Context: an optimization exercise on an open-source flow, tuned for small area and a short achievable clock period. The choices shown serve that exercise and are no tape-out recipe. At most, simulation tests tie the RTL to the original design; equivalence was not proved. For run 2, only the layout was checked, not whether the RTL still works. Power is estimated from default activity; no workload was simulated.

--- flow/config.mk ---
export PLATFORM = sky130hd
export DESIGN_NAME = decode_stage
export DESIGN_NICKNAME = decode_stage
export VERILOG_FILES = /design/flow/design.v
export SDC_FILE = /design/flow/constraint.sdc
export NUM_CORES = 4
export LEC_CHECK = 0
export CAP_MARGIN = 20
export CORE_MARGIN = 2
export CORE_UTILIZATION = 40
export SETUP_SLACK_MARGIN = 0.3
export SLEW_MARGIN = 20
--- flow/constraint.sdc ---
create_clock -name core_clock -period 7.5 [get_ports {clock}]
set_input_delay 1.5000 -clock core_clock [delete_from_list [all_inputs] [get_ports {clock}]]
set_output_delay 1.5000 -clock core_clock [all_outputs]
set_load 0.01 [all_outputs]
--- flow/design.v ---
`default_nettype none
package isa_pkg;
  localparam int word_width = 32;
  localparam int reg_addr_width = 5;
  localparam int num_regs = 32;
  localparam int link_register = 31;
  localparam int opcode_lsb = 26;
  localparam int opcode_width = 6;
  localparam int rs_lsb = 21;
  localparam int rt_lsb = 16;
  localparam int rd_lsb = 11;
  localparam int shamt_lsb = 6;
  localparam int shamt_width = 5;
  localparam int funct_width = 6;
  localparam int jump_index_width = 26;
  typedef logic [word_width-1:0] word_t;
  typedef logic [reg_addr_width-1:0] reg_addr_t;
  typedef enum logic [opcode_width-1:0] {
    op_special = 6'h00, op_regimm = 6'h01, op_j     = 6'h02, op_jal   = 6'h03,
    op_beq     = 6'h04, op_bne    = 6'h05, op_blez  = 6'h06, op_bgtz  = 6'h07,
    op_addi    = 6'h08, op_addiu  = 6'h09, op_slti  = 6'h0a, op_sltiu = 6'h0b,
    op_andi    = 6'h0c, op_ori    = 6'h0d, op_xori  = 6'h0e, op_lui   = 6'h0f,
    op_lb      = 6'h20, op_lh     = 6'h21, op_lw    = 6'h23, op_lbu   = 6'h24,
    op_lhu     = 6'h25, op_sb     = 6'h28, op_sh    = 6'h29, op_sw    = 6'h2b
  } opcode_t;
  typedef enum logic [funct_width-1:0] {
    fn_sll  = 6'h00, fn_srl  = 6'h02, fn_sra  = 6'h03, fn_sllv = 6'h04,
    fn_srlv = 6'h06, fn_srav = 6'h07, fn_jr   = 6'h08, fn_jalr = 6'h09,
    fn_add  = 6'h20, fn_addu = 6'h21, fn_sub  = 6'h22, fn_subu = 6'h23,
    fn_and  = 6'h24, fn_or   = 6'h25, fn_xor  = 6'h26, fn_nor  = 6'h27,
    fn_slt  = 6'h2a, fn_sltu = 6'h2b
  } funct_t;
  typedef enum logic [reg_addr_width-1:0] {
    ri_bltz   = 5'h00,
    ri_bgez   = 5'h01,
    ri_bltzal = 5'h10,
    ri_bgezal = 5'h11
  } regimm_t;
endpackage
`default_nettype wire
`default_nettype none
package decode_pkg;
  localparam int imm_width = 16;
  typedef enum logic [3:0] {
    alu_none,
    alu_add,
    alu_sub,
    alu_slt,
    alu_sltu,
    alu_and,
    alu_nor,
    alu_or,
    alu_xor,
    alu_sll,
    alu_srl,
    alu_sra,
    alu_lui
  } alu_op_t;
  typedef enum logic [1:0] {
    mem_none,
    mem_byte,
    mem_half,
    mem_word
  } mem_size_t;
  localparam int branch_kind_width = 4;
  localparam int branch_eq_bit = 0;
  localparam int branch_ne_bit = 1;
  localparam int branch_sign_bit = 2;
  localparam int branch_jump_bit = 3;
  localparam int branch_cond_width = 2;
endpackage
`default_nettype wire
`default_nettype none
module decode_latch (
  input  logic      clock,
  input  logic      reset,
  input  logic      if_valid,
  input  isa_pkg::word_t     if_instruction,
  input  isa_pkg::word_t     if_pc,
  input  logic      ex_allow_in,
  input  logic      ex_write_valid,
  input  isa_pkg::reg_addr_t ex_write_register,
  input  isa_pkg::reg_addr_t rs,
  input  isa_pkg::reg_addr_t rt,
  input  logic      rs_used,
  input  logic      rt_used,
  output logic      allow_in,
  output logic      ex_valid,
  output isa_pkg::word_t     instruction,
  output isa_pkg::word_t     pc
);
  logic valid;
  logic hazard;
  logic ready;
  assign hazard = ex_write_valid && (ex_write_register != '0) &&
                  ((rs_used && ex_write_register == rs) ||
                   (rt_used && ex_write_register == rt));
  assign ready = !hazard;
  assign allow_in = !valid || (ready && ex_allow_in);
  assign ex_valid = valid && ready;
  always_ff @(posedge clock) begin
    if (reset) begin
      valid <= 1'b0;
    end else if (allow_in) begin
      valid <= if_valid;
    end
  end
  always_ff @(posedge clock) begin
    if (if_valid && allow_in) begin
      instruction <= if_instruction;
      pc <= if_pc;
    end
  end
endmodule
`default_nettype wire
`default_nettype none
module instr_decoder (
  input  isa_pkg::word_t                        instruction,
  output isa_pkg::reg_addr_t                    rs,
  output isa_pkg::reg_addr_t                    rt,
  output logic                         rs_used,
  output logic                         rt_used,
  output logic [decode_pkg::imm_width-1:0]         immediate,
  output isa_pkg::reg_addr_t                    write_register,
  output logic                         register_write,
  output decode_pkg::alu_op_t                      alu_op,
  output logic                         src1_is_shamt,
  output logic                         src1_is_pc,
  output logic                         src2_is_imm,
  output logic                         src2_is_unsigned,
  output logic                         src2_is_8,
  output logic                         mem_write,
  output logic                         is_load,
  output decode_pkg::mem_size_t                    mem_size,
  output logic                         mem_unsigned,
  output logic [decode_pkg::branch_kind_width-1:0] branch_kind,
  output logic [decode_pkg::branch_cond_width-1:0] branch_cond,
  output logic                         target_from_rs
);
  isa_pkg::opcode_t opcode;
  isa_pkg::funct_t funct;
  isa_pkg::reg_addr_t rd;
  logic [isa_pkg::shamt_width-1:0] shamt;
  decode_pkg::alu_op_t special_op;
  logic shift_by_shamt;
  logic link_dest;
  logic rt_dest;
  function automatic logic [3:0] special_alu_op(logic [5:0] f);
    case (f)
      isa_pkg::fn_add, isa_pkg::fn_addu: special_alu_op = decode_pkg::alu_add;
      isa_pkg::fn_sub, isa_pkg::fn_subu: special_alu_op = decode_pkg::alu_sub;
      isa_pkg::fn_slt: special_alu_op = decode_pkg::alu_slt;
      isa_pkg::fn_sltu: special_alu_op = decode_pkg::alu_sltu;
      isa_pkg::fn_and: special_alu_op = decode_pkg::alu_and;
      isa_pkg::fn_nor: special_alu_op = decode_pkg::alu_nor;
      isa_pkg::fn_or: special_alu_op = decode_pkg::alu_or;
      isa_pkg::fn_xor: special_alu_op = decode_pkg::alu_xor;
      isa_pkg::fn_sll, isa_pkg::fn_sllv: special_alu_op = decode_pkg::alu_sll;
      isa_pkg::fn_srl, isa_pkg::fn_srlv: special_alu_op = decode_pkg::alu_srl;
      isa_pkg::fn_sra, isa_pkg::fn_srav: special_alu_op = decode_pkg::alu_sra;
      default: special_alu_op = decode_pkg::alu_none;
    endcase
  endfunction
  function automatic logic [1:0] access_size(logic [5:0] op);
    case (op)
      isa_pkg::op_lb, isa_pkg::op_lbu, isa_pkg::op_sb: access_size = decode_pkg::mem_byte;
      isa_pkg::op_lh, isa_pkg::op_lhu, isa_pkg::op_sh: access_size = decode_pkg::mem_half;
      default: access_size = decode_pkg::mem_word;
    endcase
  endfunction
  assign opcode = isa_pkg::opcode_t'(instruction[isa_pkg::opcode_lsb +: isa_pkg::opcode_width]);
  assign funct = isa_pkg::funct_t'(instruction[isa_pkg::funct_width-1:0]);
  assign rs = instruction[isa_pkg::rs_lsb +: isa_pkg::reg_addr_width];
  assign rt = instruction[isa_pkg::rt_lsb +: isa_pkg::reg_addr_width];
  assign rd = instruction[isa_pkg::rd_lsb +: isa_pkg::reg_addr_width];
  assign shamt = instruction[isa_pkg::shamt_lsb +: isa_pkg::shamt_width];
  assign immediate = instruction[decode_pkg::imm_width-1:0];
  assign special_op = decode_pkg::alu_op_t'(special_alu_op(funct));
  assign shift_by_shamt = (funct == isa_pkg::fn_sll || funct == isa_pkg::fn_srl || funct == isa_pkg::fn_sra);
  always_comb begin
    alu_op = decode_pkg::alu_none;
    rs_used = 1'b0;
    rt_used = 1'b0;
    register_write = 1'b0;
    link_dest = 1'b0;
    rt_dest = 1'b0;
    src1_is_shamt = 1'b0;
    src1_is_pc = 1'b0;
    src2_is_imm = 1'b0;
    src2_is_unsigned = 1'b0;
    src2_is_8 = 1'b0;
    mem_write = 1'b0;
    is_load = 1'b0;
    mem_size = decode_pkg::mem_none;
    mem_unsigned = 1'b0;
    branch_kind = '0;
    branch_cond = '0;
    target_from_rs = 1'b0;
    case (opcode)
      isa_pkg::op_special: begin
        if (funct == isa_pkg::fn_jr || funct == isa_pkg::fn_jalr) begin
          if (rt == '0 && shamt == '0 && (funct == isa_pkg::fn_jalr || rd == '0)) begin
            rs_used = 1'b1;
            target_from_rs = 1'b1;
            branch_kind[decode_pkg::branch_jump_bit] = 1'b1;
            link_dest = (funct == isa_pkg::fn_jalr);
          end
        end else if (special_op != decode_pkg::alu_none && (shift_by_shamt ? rs == '0 : shamt == '0)) begin
          alu_op = special_op;
          register_write = 1'b1;
          rs_used = !shift_by_shamt;
          rt_used = 1'b1;
          src1_is_shamt = shift_by_shamt;
        end
      end
      isa_pkg::op_regimm: begin
        if ((rt == isa_pkg::ri_bltz || rt == isa_pkg::ri_bgez || rt == isa_pkg::ri_bltzal || rt == isa_pkg::ri_bgezal)) begin
          rs_used = 1'b1;
          branch_kind[decode_pkg::branch_sign_bit] = 1'b1;
          branch_cond = {1'b0, rt == isa_pkg::ri_bgez || rt == isa_pkg::ri_bgezal};
          link_dest = (rt == isa_pkg::ri_bltzal || rt == isa_pkg::ri_bgezal);
        end
      end
      isa_pkg::op_j, isa_pkg::op_jal: begin
        branch_kind[decode_pkg::branch_jump_bit] = 1'b1;
        link_dest = (opcode == isa_pkg::op_jal);
      end
      isa_pkg::op_beq, isa_pkg::op_bne: begin
        rs_used = 1'b1;
        rt_used = 1'b1;
        branch_kind[decode_pkg::branch_eq_bit] = (opcode == isa_pkg::op_beq);
        branch_kind[decode_pkg::branch_ne_bit] = (opcode == isa_pkg::op_bne);
      end
      isa_pkg::op_blez, isa_pkg::op_bgtz: begin
        if (rt == '0) begin
          rs_used = 1'b1;
          branch_kind[decode_pkg::branch_sign_bit] = 1'b1;
          branch_cond = {1'b1, opcode == isa_pkg::op_bgtz};
        end
      end
      isa_pkg::op_addi, isa_pkg::op_addiu, isa_pkg::op_slti, isa_pkg::op_sltiu, isa_pkg::op_andi, isa_pkg::op_ori, isa_pkg::op_xori: begin
        rs_used = 1'b1;
        src2_is_imm = 1'b1;
        register_write = 1'b1;
        rt_dest = 1'b1;
        src2_is_unsigned = (opcode == isa_pkg::op_andi || opcode == isa_pkg::op_ori || opcode == isa_pkg::op_xori);
        case (opcode)
          isa_pkg::op_addi, isa_pkg::op_addiu: alu_op = decode_pkg::alu_add;
          isa_pkg::op_slti: alu_op = decode_pkg::alu_slt;
          isa_pkg::op_sltiu: alu_op = decode_pkg::alu_sltu;
          isa_pkg::op_andi: alu_op = decode_pkg::alu_and;
          isa_pkg::op_ori: alu_op = decode_pkg::alu_or;
          default: alu_op = decode_pkg::alu_xor;
        endcase
      end
      isa_pkg::op_lui: begin
        if (rs == '0) begin
          alu_op = decode_pkg::alu_lui;
          src2_is_imm = 1'b1;
          register_write = 1'b1;
          rt_dest = 1'b1;
        end
      end
      isa_pkg::op_lb, isa_pkg::op_lbu, isa_pkg::op_lh, isa_pkg::op_lhu, isa_pkg::op_lw: begin
        alu_op = decode_pkg::alu_add;
        rs_used = 1'b1;
        src2_is_imm = 1'b1;
        register_write = 1'b1;
        rt_dest = 1'b1;
        is_load = 1'b1;
        mem_size = decode_pkg::mem_size_t'(access_size(opcode));
        mem_unsigned = (opcode == isa_pkg::op_lbu || opcode == isa_pkg::op_lhu);
      end
      isa_pkg::op_sb, isa_pkg::op_sh, isa_pkg::op_sw: begin
        alu_op = decode_pkg::alu_add;
        rs_used = 1'b1;
        rt_used = 1'b1;
        src2_is_imm = 1'b1;
        mem_write = 1'b1;
        mem_size = decode_pkg::mem_size_t'(access_size(opcode));
      end
      default: begin
      end
    endcase
    if (link_dest) begin
      alu_op = decode_pkg::alu_add;
      register_write = 1'b1;
      src1_is_pc = 1'b1;
      src2_is_8 = 1'b1;
    end
  end
  assign write_register = link_dest ? isa_pkg::reg_addr_t'(isa_pkg::link_register) : rt_dest ? rt : rd;
endmodule
`default_nettype wire
`default_nettype none
module register_file (
  input  logic      clock,
  input  isa_pkg::reg_addr_t read_address_1,
  input  isa_pkg::reg_addr_t read_address_2,
  output isa_pkg::word_t     read_data_1,
  output isa_pkg::word_t     read_data_2,
  input  logic      write_enable,
  input  isa_pkg::reg_addr_t write_address,
  input  isa_pkg::word_t     write_data
);
  isa_pkg::word_t registers [isa_pkg::num_regs];
  always_ff @(posedge clock) begin
    if (write_enable && write_address != '0) begin
      registers[write_address] <= write_data;
    end
  end
  assign read_data_1 = (read_address_1 == '0) ? '0 : registers[read_address_1];
  assign read_data_2 = (read_address_2 == '0) ? '0 : registers[read_address_2];
endmodule
`default_nettype wire
`default_nettype none
module operand_read (
  input  logic      clock,
  input  isa_pkg::reg_addr_t rs,
  input  isa_pkg::reg_addr_t rt,
  input  logic      wb_write_enable,
  input  isa_pkg::reg_addr_t wb_write_register,
  input  isa_pkg::word_t     wb_write_data,
  output isa_pkg::word_t     rs_value,
  output isa_pkg::word_t     rt_value
);
  isa_pkg::word_t rs_array_value;
  isa_pkg::word_t rt_array_value;
  logic rs_forward;
  logic rt_forward;
  register_file register_file_i (
    .clock          (clock),
    .read_address_1 (rs),
    .read_address_2 (rt),
    .read_data_1    (rs_array_value),
    .read_data_2    (rt_array_value),
    .write_enable   (wb_write_enable),
    .write_address  (wb_write_register),
    .write_data     (wb_write_data)
  );
  assign rs_forward = wb_write_enable && wb_write_register != '0 && wb_write_register == rs;
  assign rt_forward = wb_write_enable && wb_write_register != '0 && wb_write_register == rt;
  assign rs_value = rs_forward ? wb_write_data : rs_array_value;
  assign rt_value = rt_forward ? wb_write_data : rt_array_value;
endmodule
`default_nettype wire
`default_nettype none
module branch_unit (
  input  logic                         valid,
  input  isa_pkg::word_t                        pc,
  input  isa_pkg::word_t                        rs_value,
  input  isa_pkg::word_t                        rt_value,
  input  logic [decode_pkg::imm_width-1:0]         immediate,
  input  logic [isa_pkg::jump_index_width-1:0]  jump_index,
  input  logic [decode_pkg::branch_kind_width-1:0] branch_kind,
  input  logic [decode_pkg::branch_cond_width-1:0] branch_cond,
  input  logic                         target_from_rs,
  output logic                         taken,
  output isa_pkg::word_t                        target
);
  isa_pkg::word_t pc_plus_4;
  isa_pkg::word_t offset;
  logic equal;
  logic negative;
  logic positive;
  logic sign_met;
  assign pc_plus_4 = pc + isa_pkg::word_t'(4);
  assign offset = {{(isa_pkg::word_width - decode_pkg::imm_width - 2){immediate[decode_pkg::imm_width-1]}}, immediate, 2'b00};
  assign equal = (rs_value == rt_value);
  assign negative = rs_value[isa_pkg::word_width-1];
  assign positive = !negative && (rs_value != '0);
  always_comb begin
    if (branch_cond[1]) begin
      sign_met = branch_cond[0] ? positive : !positive;
    end else begin
      sign_met = branch_cond[0] ? !negative : negative;
    end
  end
  assign taken = valid && ((branch_kind[decode_pkg::branch_eq_bit] && equal) ||
                           (branch_kind[decode_pkg::branch_ne_bit] && !equal) ||
                           (branch_kind[decode_pkg::branch_sign_bit] && sign_met) ||
                           branch_kind[decode_pkg::branch_jump_bit]);
  assign target = target_from_rs ? rs_value :
                  branch_kind[decode_pkg::branch_jump_bit] ?
                    {pc_plus_4[isa_pkg::word_width-1 -: 4], jump_index, 2'b00} :
                  pc_plus_4 + offset;
endmodule
`default_nettype wire
`default_nettype none
module decode_stage (
  input  logic                 clock,
  input  logic                 reset,
  input  logic                 if_valid,
  input  isa_pkg::word_t                if_instruction,
  input  isa_pkg::word_t                if_pc,
  input  logic                 ex_allow_in,
  input  logic                 ex_write_valid,
  input  isa_pkg::reg_addr_t            ex_write_register,
  input  logic                 wb_write_enable,
  input  isa_pkg::reg_addr_t            wb_write_register,
  input  isa_pkg::word_t                wb_write_data,
  output logic                 allow_in,
  output logic                 branch_taken,
  output isa_pkg::word_t                branch_target,
  output logic                 ex_valid,
  output isa_pkg::word_t                ex_pc,
  output isa_pkg::word_t                ex_rs_value,
  output isa_pkg::word_t                ex_rt_value,
  output logic [decode_pkg::imm_width-1:0] ex_immediate,
  output isa_pkg::reg_addr_t            ex_dest_register,
  output logic                 ex_register_write,
  output decode_pkg::alu_op_t              ex_alu_op,
  output logic                 ex_src1_is_shamt,
  output logic                 ex_src1_is_pc,
  output logic                 ex_src2_is_imm,
  output logic                 ex_src2_is_unsigned,
  output logic                 ex_src2_is_8,
  output logic                 ex_mem_write,
  output logic                 ex_is_load,
  output decode_pkg::mem_size_t            ex_mem_size,
  output logic                 ex_mem_unsigned
);
  isa_pkg::word_t instruction;
  isa_pkg::reg_addr_t rs;
  isa_pkg::reg_addr_t rt;
  logic rs_used;
  logic rt_used;
  logic [decode_pkg::branch_kind_width-1:0] branch_kind;
  logic [decode_pkg::branch_cond_width-1:0] branch_cond;
  logic target_from_rs;
  decode_latch decode_latch_i (
    .clock             (clock),
    .reset             (reset),
    .if_valid          (if_valid),
    .if_instruction    (if_instruction),
    .if_pc             (if_pc),
    .ex_allow_in       (ex_allow_in),
    .ex_write_valid    (ex_write_valid),
    .ex_write_register (ex_write_register),
    .rs                (rs),
    .rt                (rt),
    .rs_used           (rs_used),
    .rt_used           (rt_used),
    .allow_in          (allow_in),
    .ex_valid          (ex_valid),
    .instruction       (instruction),
    .pc                (ex_pc)
  );
  instr_decoder instr_decoder_i (
    .instruction      (instruction),
    .rs               (rs),
    .rt               (rt),
    .rs_used          (rs_used),
    .rt_used          (rt_used),
    .immediate        (ex_immediate),
    .write_register   (ex_dest_register),
    .register_write   (ex_register_write),
    .alu_op           (ex_alu_op),
    .src1_is_shamt    (ex_src1_is_shamt),
    .src1_is_pc       (ex_src1_is_pc),
    .src2_is_imm      (ex_src2_is_imm),
    .src2_is_unsigned (ex_src2_is_unsigned),
    .src2_is_8        (ex_src2_is_8),
    .mem_write        (ex_mem_write),
    .is_load          (ex_is_load),
    .mem_size         (ex_mem_size),
    .mem_unsigned     (ex_mem_unsigned),
    .branch_kind      (branch_kind),
    .branch_cond      (branch_cond),
    .target_from_rs   (target_from_rs)
  );
  operand_read operand_read_i (
    .clock             (clock),
    .rs                (rs),
    .rt                (rt),
    .wb_write_enable   (wb_write_enable),
    .wb_write_register (wb_write_register),
    .wb_write_data     (wb_write_data),
    .rs_value          (ex_rs_value),
    .rt_value          (ex_rt_value)
  );
  branch_unit branch_unit_i (
    .valid          (ex_valid),
    .pc             (ex_pc),
    .rs_value       (ex_rs_value),
    .rt_value       (ex_rt_value),
    .immediate      (ex_immediate),
    .jump_index     (instruction[isa_pkg::jump_index_width-1:0]),
    .branch_kind    (branch_kind),
    .branch_cond    (branch_cond),
    .target_from_rs (target_from_rs),
    .taken          (branch_taken),
    .target         (branch_target)
  );
endmodule
`default_nettype wire
--- flow/run.sh ---
#!/bin/bash
# synth_recipe.tcl (not shown) runs the flow's synth.tcl, then flattens the netlist and writes it again
# the make line also repeats each setting of config.mk as NAME=value (left out here)
make -C /OpenROAD-flow-scripts/flow DESIGN_CONFIG=/design/flow/config.mk WORK_HOME=/design/flow/orfs CLKGATE_MAP_FILE= SYNTH_SCRIPT=/design/flow/synth_recipe.tcl finish
==> results.txt, run 1 <==
The tools report the capturing element type of the critical path as an output pin. The detailed router finished its first iteration with 6039 violations. The run gives 3801 as the count of nets after finishing.

Global routing used 45.8% of the available met2 tracks. The H-tree generated during clock tree synthesis spans 3 levels. The relative contribution of sequential cells to total power was 43.5%; the final worst-path cycle share was 93.2%. In the synthesized netlist the dominant register cell turns out to be sky130_fd_sc_hd__edfxtp_1. In this run the worst setup path terminates at branch_taken. The first detailed-routing pass ran for 6 iterations. The longest clock path from root to sink contains 3 buffers. Final non-filler cell area: 0.0651 sq mm. met2 is the most crowded layer. Sorting the synthesized cells by area gives the leading types as sky130_fd_sc_hd__edfxtp_1 (60%), sky130_fd_sc_hd__mux4_2 (19%), sky130_fd_sc_hd__mux2i_1 (2.9%). The mapped netlist covers 0.0542 sq mm. The library cell used most frequently in the layout, excluding fill and tap cells, is sky130_fd_sc_hd__edfxtp_1. The count of buffers added on input and output ports is 278. The floorplan die height works out to 372 um. In this run the power density over the cells is 248 mW/mm^2. For the met3 usage, the log shows 7.86%.

The proportion of total power due to net switching is 27.7%. Setup repair after global routing left no endpoint under its margin. Subtracting the final worst setup slack from the clock period gives 6990 ps. The run gives 279 as the number of placed I/O pins. For this block, the routed nets add up to 208000 um of wire. The routed layout has 36828 vias. In the synthesized netlist, the number of instances is 3192.

Measured against its own limit, the worst slew margin works out to 21.0%. For the worst-skew pair, the clock arrives at the later sink with an insertion delay of 750 ps. VDD sags by at most 204 uV. In the final layout, the share of cells above drive strength 1 is 27.5%. The total count of hold-check failures in the final report is 0, and the post-synthesis async set-or-reset flop share is 0%.

The critical-path maximum fanout works out to 9. The largest clock skew in the final design was 14.7 ps. The mean post-synth cell area works out to 17.0 sq um. The tools report the net switching power of the design as 0.00449 W. Of the total power, combinational logic draws 19.6%.

In the global route stage, met1 resource usage came out at 38.1%. In the global route stage, overall resource usage came out at 29.5%. For this run, the top clock speed supported by timing is 0.143 GHz. The start of the worst register-to-register path is decode_latch_i.instruction[7]. The via density per instance is 6.66, and the CTS sink count is 1103. Element type at the critical path start: an input port.

The critical path starts at wb_write_register[4]. The via count of the first global-routing pass is 35605. The largest area contributor in the synthesized netlist was sky130_fd_sc_hd__edfxtp_1. The endpoint identified for the worst register-to-register timing path is instr_decoder_i.special_op[3].

The setup slack on the worst flop-to-flop path was 2600 ps; the worst-margin pin slew was 1180 ps. The total of warnings raised by yosys is 4, and the length in cells of the worst reg-to-reg path is 13. The static leakage power came out at 21.4 nW. Dividing the detail-routed wire length by the instance count gives 37.5 um. Fill cells in the final layout number 11274. The setup path with the least slack is of type input port to output pin.

The count of nets left with antenna violations once routing finished came out at 0. The run gives 283000 um as the global-route wire length before repair. Initial antenna violation count: 7. The remaining global-route overflow was 0. The synthesized design devotes to its leading area cell type 60.3% of total area. The internal power contribution came out at 0.0117 W. TritonCTS built the clock tree. The number of pins with negative max-slew slack in the final report was 0. Type of the tightest min-delay check: register to register. The run finished with no timing, DRC or antenna violations. Synthesis inferred 1103 register bits. Proportion of synthesized chip area in sequential cells: 60.8%.

The logs give 788 ps for the final worst hold slack and 113 for the total CTS buffers. For the count of standard-cell rows, the log shows 135. The number of enable flip-flop cells after synthesis was 1088. The tools report the worst path arrival time as 5490 ps.

The clock tree root buffer cell was sky130_fd_sc_hd__clkbuf_16. In the layout the commonest cells are sky130_fd_sc_hd__edfxtp_1 (1088), sky130_fd_sc_hd__mux4_2 (461), sky130_fd_sc_hd__clkdlybuf4s50_1 (277). The proportion of power drawn by the clock network was 37.0%; the max-cap check violation count was 0. Setup violations remaining at the end of the flow were counted as 0. The core region is 0.135 sq mm. Clock-pin slew was measured on the worst setup and hold paths at 60 ps. The initial core utilization was 40.2%. Total half-perimeter wirelength after legalization and detailed placement: 138000 um. Compared with the post-synthesis result, the final layout area differs by 20.1%.

In this run the horizontal extent of the chip is 372 um. The cell area after placement was 0.0608 sq mm; the pin count of the biggest net entering global routing was 58. Routability-driven placement finished with a final weighted congestion of 0.972. After synthesis, the netlist uses 81 different library cells. The floorplan step defined a die boundary enclosing 0.139 sq mm.

For this run, design rule violations remaining after detail routing come to 0. For the required time reported for the critical path endpoint, the log shows 6000 ps.
[Yosys cell counts, types with 53 or more instances]
| cell | instances |
|---|---|
| sky130_fd_sc_hd__nand3_1 | 57 |
| sky130_fd_sc_hd__a22oi_1 | 71 |
| sky130_fd_sc_hd__mux4_2 | 461 |
| sky130_fd_sc_hd__a21oi_1 | 75 |
| sky130_fd_sc_hd__mux2i_1 | 157 |
| sky130_fd_sc_hd__clkbuf_1 | 115 |
| sky130_fd_sc_hd__buf_2 | 61 |
| sky130_fd_sc_hd__nand2_1 | 142 |
| sky130_fd_sc_hd__xnor2_1 | 68 |
| sky130_fd_sc_hd__o21ai_0 | 53 |
| sky130_fd_sc_hd__a221oi_1 | 82 |
| sky130_fd_sc_hd__nor2_1 | 89 |
| sky130_fd_sc_hd__edfxtp_1 | 1088 |
[sequential cells by signal, indices dropped and copies added (netlist names), named ones only]
register,cells
operand_read_i.register_file_i.registers,1024
decode_latch_i.instruction,32
decode_latch_i.pc,32
instr_decoder_i.special_op,4
decode_latch_i.valid,1
[through the flow]
step	TNS (ps)	power [W]	util, %	cells	setup WS [ps]
after CTS	0	0.0161	48.1	5522	209
after detailed placement	-90.4	0.0102	45.1	5303	-90.4
final	0	0.0162	48.2	5532	514
after floorplan	0	0.00864	-	3223	1450
after global routing	0	0.0165	48.2	5531	331
after global placement	-54.2	0.0102	45.0	5301	-54.2
[cell type report]
type,instances,area [sq um],share of cell area (%)
multi-input cells,1820,20400,31.4
repair buffers,563,5350,8.22
clock buffers,125,2890,4.44
diodes,1,2.50,0.00384
clock inverters,86,1000,1.54
inverters,53,199,0.306
well taps,1781,2230,3.42
flip-flops and latches,1103,33000,50.7
[power by group through the flow]
| stage | sequential, W | combinational, W | clock, W |
|---|---|---|---|
| after global placement | 0.00715 | 0.00305 | 0 |
| after global routing | 0.00703 | 0.00326 | 0.00625 |
| after detailed placement | 0.00715 | 0.00304 | 0 |
| after CTS | 0.00702 | 0.00307 | 0.00603 |
| final | 0.00703 | 0.00316 | 0.00598 |
| after floorplan | 0.00707 | 0.00157 | 0 |
[worst min-delay path by stage]
stage	from	end	slack [ps]	depth (start not counted)
CTS	decode_latch_i.valid	decode_latch_i.valid	790	3
detailed placement	decode_latch_i.valid	decode_latch_i.valid	750	3
finish	decode_latch_i.valid	decode_latch_i.valid	790	3
floorplan	decode_latch_i.instruction[21]	register	550	2
global route	decode_latch_i.instruction[21]	register	810	2
global placement	decode_latch_i.valid	decode_latch_i.valid	740	3
[logic make-up (layout without fill, tap and decap cells)]
family                     Yosys count  in the layout  share of synthesized area, %
AOI/OAI and AO/OA                  547            547                          7.45
xor gates and xnor gates           103            103                          1.66
adders and majority gates           35             35                         0.822
buffers and inverters              300            827                          2.72
DFF                               1103           1103                          60.8
muxes                              622            622                          22.1
other                                1             33                       0.00692
and+or+nand+nor                    481            481                          4.40
[critical path, stage by stage]
cell,delay [ps]
sky130_fd_sc_hd__clkdlybuf4s50_1,520
sky130_fd_sc_hd__buf_4,190
sky130_fd_sc_hd__xnor2_1,150
sky130_fd_sc_hd__nand4_1,220
sky130_fd_sc_hd__buf_4,240
sky130_fd_sc_hd__o211ai_1,180
sky130_fd_sc_hd__buf_4,180
sky130_fd_sc_hd__buf_12,110
sky130_fd_sc_hd__buf_6,180
sky130_fd_sc_hd__a311oi_1,70
sky130_fd_sc_hd__a221oi_1,390
sky130_fd_sc_hd__xor2_1,220
sky130_fd_sc_hd__nand4_1,110
sky130_fd_sc_hd__or4_4,490
sky130_fd_sc_hd__or3b_1,390
sky130_fd_sc_hd__nand3_1,150
sky130_fd_sc_hd__dlymetal6s2s_1,190
[timing repair]
| action | 4_1_cts | 5_1_grt |
|---|---|---|
| endpoints found under the setup margin | 4 | 6 |
| pin swaps | 4 | 4 |
| hold buffers | 0 | 0 |
| gates cloned | 0 | 1 |
| buffers inserted | 8 | 8 |
| resized for setup | 26 | 19 |
[metal layers]
metal,vias to the layer above,wire length [um]
met2,2763,94300
met4,8,12100
li1,14384,-
met5,-,52
met3,556,26200
met1,19117,74900
==> run 2: changes to the inputs <==
--- a/flow/design.v
+++ b/flow/design.v
@@ -304,5 +304,5 @@
   input  isa_pkg::word_t     write_data
 );
-  isa_pkg::word_t registers [isa_pkg::num_regs];
+  isa_pkg::word_t registers [1:isa_pkg::num_regs-1];
   always_ff @(posedge clock) begin
     if (write_enable && write_address != '0) begin
@@ -310,6 +310,12 @@
     end
   end
-  assign read_data_1 = (read_address_1 == '0) ? '0 : registers[read_address_1];
-  assign read_data_2 = (read_address_2 == '0) ? '0 : registers[read_address_2];
+  always_comb begin
+    read_data_1 = '0;
+    read_data_2 = '0;
+    for (int i = 1; i < isa_pkg::num_regs; i++) begin
+      read_data_1 = read_data_1 | (registers[i] & {isa_pkg::word_width{read_address_1 == 5'(i)}});
+      read_data_2 = read_data_2 | (registers[i] & {isa_pkg::word_width{read_address_2 == 5'(i)}});
+    end
+  end
 endmodule
 `default_nettype wire
@@ -323,5 +329,8 @@
   input  isa_pkg::word_t     wb_write_data,
   output isa_pkg::word_t     rs_value,
-  output isa_pkg::word_t     rt_value
+  output isa_pkg::word_t     rt_value,
+  output logic      equal,
+  output logic      negative,
+  output logic      nonzero
 );
   isa_pkg::word_t rs_array_value;
@@ -329,4 +338,7 @@
   logic rs_forward;
   logic rt_forward;
+  logic eq_array;
+  logic eq_rs_wb;
+  logic eq_wb_rt;
   register_file register_file_i (
     .clock          (clock),
@@ -343,4 +355,10 @@
   assign rs_value = rs_forward ? wb_write_data : rs_array_value;
   assign rt_value = rt_forward ? wb_write_data : rt_array_value;
+  assign eq_array = (rs_array_value == rt_array_value);
+  assign eq_rs_wb = (rs_array_value == wb_write_data);
+  assign eq_wb_rt = (wb_write_data == rt_array_value);
+  assign equal = rs_forward ? (rt_forward || eq_wb_rt) : (rt_forward ? eq_rs_wb : eq_array);
+  assign negative = rs_forward ? wb_write_data[isa_pkg::word_width-1] : rs_array_value[isa_pkg::word_width-1];
+  assign nonzero = rs_forward ? (wb_write_data != '0) : (rs_array_value != '0);
 endmodule
 `default_nettype wire
@@ -350,5 +368,7 @@
   input  isa_pkg::word_t                        pc,
   input  isa_pkg::word_t                        rs_value,
-  input  isa_pkg::word_t                        rt_value,
+  input  logic                         equal,
+  input  logic                         negative,
+  input  logic                         nonzero,
   input  logic [decode_pkg::imm_width-1:0]         immediate,
   input  logic [isa_pkg::jump_index_width-1:0]  jump_index,
@@ -361,13 +381,9 @@
   isa_pkg::word_t pc_plus_4;
   isa_pkg::word_t offset;
-  logic equal;
-  logic negative;
   logic positive;
   logic sign_met;
   assign pc_plus_4 = pc + isa_pkg::word_t'(4);
   assign offset = {{(isa_pkg::word_width - decode_pkg::imm_width - 2){immediate[decode_pkg::imm_width-1]}}, immediate, 2'b00};
-  assign equal = (rs_value == rt_value);
-  assign negative = rs_value[isa_pkg::word_width-1];
-  assign positive = !negative && (rs_value != '0);
+  assign positive = !negative && nonzero;
   always_comb begin
     if (branch_cond[1]) begin
@@ -429,4 +445,7 @@
   logic [decode_pkg::branch_cond_width-1:0] branch_cond;
   logic target_from_rs;
+  logic equal;
+  logic negative;
+  logic nonzero;
   decode_latch decode_latch_i (
     .clock             (clock),
@@ -478,5 +497,8 @@
     .wb_write_data     (wb_write_data),
     .rs_value          (ex_rs_value),
-    .rt_value          (ex_rt_value)
+    .rt_value          (ex_rt_value),
+    .equal             (equal),
+    .negative          (negative),
+    .nonzero           (nonzero)
   );
   branch_unit branch_unit_i (
@@ -484,5 +506,7 @@
     .pc             (ex_pc),
     .rs_value       (ex_rs_value),
-    .rt_value       (ex_rt_value),
+    .equal          (equal),
+    .negative       (negative),
+    .nonzero        (nonzero),
     .immediate      (ex_immediate),
     .jump_index     (instruction[isa_pkg::jump_index_width-1:0]),
--- a/flow/config.mk
+++ b/flow/config.mk
@@ -8,5 +8,5 @@
 export CAP_MARGIN = 20
 export CORE_MARGIN = 2
-export CORE_UTILIZATION = 40
-export SETUP_SLACK_MARGIN = 0.3
+export CORE_UTILIZATION = 55
+export SETUP_SLACK_MARGIN = 2.5
 export SLEW_MARGIN = 20
==> run 2 against run 1 <==
The run now fails in global routing. Synthesized area down 4.5%. Synthesized cell count up 31%.
==> results.txt, run 2 <==
The flow did not finish. The stopping stage was global routing. The first error in the log reads "[ERROR GRT-0232] Routing congestion too high. Check the congestion heatmap in the GUI". The run gives 1.13 (was 0.972) as the routability congestion estimate from global placement. For the post-placement cell count, the log shows 5747 (was 5303). The most common cell in the netlist was sky130_fd_sc_hd__edfxtp_1 (unchanged).

The logs give 4167 (was 3192) for the number of instances in the synthesized netlist and 0.0518 sq mm (was 0.0542 sq mm) for the post-synth design cell area. Mean post-synth cell area: 12.4 sq um (was 17.0 sq um). Leading cell types by count after synthesis: sky130_fd_sc_hd__edfxtp_1 (1056), sky130_fd_sc_hd__and3_1 (720), sky130_fd_sc_hd__a22oi_1 (437), sky130_fd_sc_hd__clkbuf_1 (264), sky130_fd_sc_hd__nor2_1 (258) (was sky130_fd_sc_hd__edfxtp_1 (1088), sky130_fd_sc_hd__mux4_2 (461), sky130_fd_sc_hd__mux2i_1 (157), sky130_fd_sc_hd__nand2_1 (142), sky130_fd_sc_hd__clkbuf_1 (115)). The initial core utilization is 55.5% (was 40.2%).

The remaining global-route overflow was 1. The total half-perimeter wirelength after legalization and detailed placement is 190000 um (was 138000 um). The synthesized flop and latch total was 1061 (was 1103).

The number of placed I/O pins is 279 (unchanged), and the share of Yosys cell area claimed by the top area cell type is 61.2% (was 60.3%). The post-synthesis async set-or-reset flop share works out to 0% (unchanged). The total CTS buffers was 107 (was 113); the floorplan die height was 311 um (was 372 um).

The tools report the proportion of synthesized chip area in sequential cells as 61.4% (was 60.8%). The CTS sink count is 1061 (was 1103), and the number of enable flip-flop cells after synthesis is 1056 (was 1088). The total of buffers placed on input and output ports is 278 (unchanged). Across every metal layer, demand over resource in global routing totals 69.2%. The number of buffers inserted for hold repair after clock tree synthesis is 0 (unchanged). Leading register cell type out of synthesis: sky130_fd_sc_hd__edfxtp_1 (unchanged). Cells taking the most area after synthesis: sky130_fd_sc_hd__edfxtp_1 (61%), sky130_fd_sc_hd__and3_1 (8.7%), sky130_fd_sc_hd__a22oi_1 (6.3%) (was sky130_fd_sc_hd__edfxtp_1 (60%), sky130_fd_sc_hd__mux4_2 (19%), sky130_fd_sc_hd__mux2i_1 (2.9%)). The pin count of the biggest net entering global routing was 75; the number of different library cells in the post-synthesis netlist was 87 (was 81).

The run gives 3 (unchanged) as the maximum level of the CTS H-tree. The largest area contributor in the synthesized netlist is sky130_fd_sc_hd__edfxtp_1 (unchanged). The cell area after placement is 0.0587 sq mm (was 0.0608 sq mm), and the number of buffers between clock root and the deepest sink is 3 (unchanged). The count of standard-cell rows is 112 (was 135). The total of warnings raised by yosys was 4 (unchanged).

The clock tree root buffer cell was sky130_fd_sc_hd__clkbuf_16 (unchanged). The horizontal die dimension is 311 um (was 372 um).
-- run 2: timing repair --
action                                 4_1_cts
gates resized for setup                    290
setup buffers                              196
pin swaps                                   75
endpoints found under the hold margin        0
cloned                                      19
setup endpoints to repair                  114
-- run 2: kinds of logic after synthesis --
group | after synthesis | synth area share (%)
compound gates | 927 | 13.8
xor+xnor | 127 | 2.15
fa+ha+maj | 35 | 0.860
buf+inv | 357 | 2.95
flops | 1061 | 61.4
mux | 33 | 0.672
simple gates | 1627 | 18.2
-- run 2: through the flow --
stage | util [%] | setup slack [ps]
after floorplan | - | 1690
after global placement | 62.8 | 172
after detailed placement | 62.9 | 289
after CTS | 70.0 | 909
-- run 2: how the worst max path moves through the flow --
stage | endpoint | cells past startpoint | slack (ps) | from
floorplan | branch_taken | 14 | 1690 | wb_write_register[3]
global placement | branch_taken | 15 | 170 | wb_write_register[3]
detailed placement | branch_taken | 15 | 290 | wb_write_register[3]
CTS | branch_taken | 14 | 910 | decode_latch_i.instruction[25]
-- run 2: metal layers --
metal | overflow | GRT usage (%)
met1 | 0 | 74.2
met2 | 0 | 82.3
met3 | 0 | 54.9
met4 | 1 | 60.9
met5 | 0 | 30.0
-- run 2: power by group through the flow --
stage	sequential, W	combinational, W	clock [W]
CTS	0.00669	0.00226	0.00548
detailed placement	0.00682	0.00203	0
global placement	0.00682	0.00203	0
floorplan	0.00679	0.000801	0

## port drivers added, routing unchanged
How much do the figures lean on ideal ports? The routed layout below was timed once more, with nothing changed but the port constraints.
Step 1 sets driving cells, clkbuf_16 on the clock port and buf_2 on the other inputs (assumed; they add their load-dependent delay and slew).
Step 2, shift: input delay + t, output delay - t, t = (earliest + latest rising clock arrival at the registers) / 2. This alone moves slack from input paths to output paths.
Three values: ideal ports, drivers, drivers and shift; two values: the first two.
run: run 1
shift t [ns]: 0.817
slack for setup (ns): 0.514 / 0.454 / 0.489
hold slack, ns: 0.788 / 0.788 / 0.788
worst slew at a driven data input, ns: 0.14
cell pins on the clock port's net: 1
After both steps setup and hold are still met in run 1. For run 1, drivers alone change the setup slack by -0.060 ns; drivers and shift together by -0.025 ns.
